Context: an optimization exercise on an open-source flow, tuned for a short achievable clock period and few clock cycles. The choices shown serve that exercise and are no tape-out recipe. Only simulation tests tie the RTL to the original design; equivalence was not proved. Power is estimated from default activity; no workload was simulated.

## the reference run
Design cpu_top, start of the top module:
module cpu_top (
	input  logic               clk_in,
	input  logic               rst_in,
	input  logic               rdy_in,
	input  logic [7:0]         mem_din,
	output logic [7:0]         mem_dout,
	output logic [18-1:0] mem_a,
	output logic               mem_wr
);
Size in the first run: roughly 9400 cells after synthesis, roughly 38 I/O pins, roughly 0.12 mm² of cells after synthesis.
Settings: LEC_CHECK=0, CAP_MARGIN=20, CORE_MARGIN=2, CORE_UTILIZATION=40, SETUP_SLACK_MARGIN=5, SLEW_MARGIN=20; clock period 8.5 ns.
standard.sh (not shown) runs the stock make flow with config.mk's settings and CLKGATE_MAP_FILE= SYNTH_SCRIPT=/design/flow/synth_recipe.tcl, a recipe that flattens the netlist after the stock synthesis.
==> flow/flow/run.sh <==
#!/bin/bash
# The standard layout, with timing repair aimed past the clock period's own slack
# (the constraints stay the design's; only how hard repair_timing works changes)
set -euo pipefail
MARGIN=6.3
bash standard.sh SETUP_SLACK_MARGIN=$MARGIN finish > standard_finish.log 2>&1
Testbench counts of the reference run, summed over its fixed seeds: cycles 113,934.
#### Input delta (the trial run over the reference run)
diff --git a/flow/design.v b/flow/design.v
--- a/flow/design.v
+++ b/flow/design.v
@@ -342,16 +342,18 @@
 	assign rs2_v = fwd2 ? wb_data : rs2_data;
 	logic               redirect;
 	logic [32-1:0]   redirect_pc;
 	logic               mem_start;
 	logic               mem_more;
 	logic               accept;
 	logic               hit_f;
 	logic               hit_t;
+	logic               hit_t_q;     
+	logic               t_clash;
 	logic               take_r;
 	logic [32-1:2]   tgt_inc;
 	logic [32-1:0]   next_pc;
 	logic               hit_i;
 	logic               fill;
 	logic               arrive_f;
 	logic               take;
 	logic               skip;
@@ -389,17 +391,18 @@
 	assign fill = prv_fetch && (prv_a[1:0] == 2'd3);
 	assign arrive_f = fill && (prv_a[CW+1:2] == fpc[CW+1:2]);
 	assign f_word = arrive_f ? {mem_din, asm_b} : c_data[fpc[CW+1:2]];
 	always_comb begin
 		hit_t = 1'b0;
 		for (int k = 0; k < (1 << CW); k++)
 			hit_t = hit_t | (c_valid[k] && (tgt_lo[CW+1:2] == CW'(k)) && (c_tag[k] == tgt_lo[18-1:CW+2]));
 	end
-	assign take_r = (state == st_resolve) && x_br && br_q && hit_t;
+	assign t_clash = fill && (prv_a[CW+1:2] == tgt_lo[CW+1:2]);
+	assign take_r = (state == st_resolve) && x_br && br_q && hit_t_q && !t_clash;
 	ks_inc #(.W(32-2)) tgt_inc_i (.a(tgt[32-1:2]), .s(tgt_inc));
 	assign next_pc = take_r ? {tgt_inc, tgt[1:0]} : redirect_pc;
 	assign take = accept && (hit_f || arrive_f);
 	assign skip = hit_i && !ahead[3];
 	assign issue = !hit_i && !ahead[3] && !mem_start && !mem_more;
 	assign ipc_step = skip || (issue && icnt == 2'd3);
 	always_ff @(posedge clk_in) begin
 		if (rst_in)
@@ -446,16 +449,17 @@
 			r_sum_hi0 <= '0;
 			r_sum_hi1 <= '0;
 			r_diff_lo <= '0;
 			r_diff_c <= 1'b0;
 			r_diff_hi0 <= '0;
 			r_diff_hi1 <= '0;
 			res <= '0;
 			r_eq <= 1'b0;
+			hit_t_q <= 1'b0;
 			r_lt <= 1'b0;
 			r_ltu <= 1'b0;
 			r_slt <= 1'b0;
 			r_sltu <= 1'b0;
 			r_use_sum <= 1'b0;
 			r_use_diff <= 1'b0;
 			alu_op <= '0;
 			x_f3 <= '0;
@@ -588,16 +592,17 @@
 						r_diff_hi1 <= diff_hi1;
 						r_use_diff <= alu_op[1];
 						m_idx <= 2'd0;
 						if (x_ld || x_st)
 							m_left <= (x_f3[1:0] == 2'b00) ? 2'd0 : (x_f3[1:0] == 2'b01) ? 2'd1 : 2'd3;
 						m_last <= (x_f3[1:0] == 2'b00) ? 2'd0 : (x_f3[1:0] == 2'b01) ? 2'd1 : 2'd3;
 						w_valid <= x_wr && !x_ld;
 						r_eq <= eq;
+						hit_t_q <= hit_t && !t_clash;
 						r_lt <= lt;
 						r_ltu <= ltu;
 						r_slt <= alu_op[8];
 						r_sltu <= alu_op[9];
 						if (x_ld)
 							state <= st_memory;
 						else if (x_br || x_jalr)
 							state <= st_resolve;
[summary]
The trial run vs the reference run, clock network fraction of total power went down by 3.2 points.
In the metrics for the trial run and the reference run, the one carrying the higher core occupancy in the finished layout is the reference run.
Post-synthesis register bit count across the trial run and the reference run: no real change.
On fraction of area in multi-input gates, the trial run and the reference run are basically level.
In the trial run the non-clock buffer count turned out about 9% lower than in the reference run.
Re first-iteration DRC count: the trial run and the reference run aren't equal, and the higher value belongs to the trial run.
Termination of the worst setup path = tgt_lo[17]: the trial run; termination of the worst setup path = fpc[16]: the reference run
Share of final-layout standard cells stronger than drive strength 1 (lower): the trial run
Testbench counts of the trial run, summed over its fixed seeds: cycles 113,934.

==> port drivers added, routing unchanged <==
The results above use ideal ports. As a check the final layouts listed here were re-extracted and re-timed, cells and wires unchanged. Step 1 assumes that a clkbuf_16 drives the clock port and a buf_2 every other input. Step 2 adds t to the input delays and takes it off the output delays; t is the mean of the earliest and latest rising clock arrival at the registers after step 1. Input paths then give back, and output paths get back, about the clock's delay inside the block. Three values: ideal ports, drivers, drivers and shift; two values: the first two.
run | t, ns | setup slack, ns | worst hold slack (ns)
the reference run | 0.998 | 4.990 / 4.990 / 4.875 | 0.453 / 0.453 / 0.453
the trial run | 1.021 | 5.185 / 5.185 / 4.844 | 0.450 / 0.450 / 0.450
After both steps every run listed still meets setup and hold. The setup slack of the trial run, which loses most, moves by 0.000 ns with the drivers and by -0.341 ns with both steps.
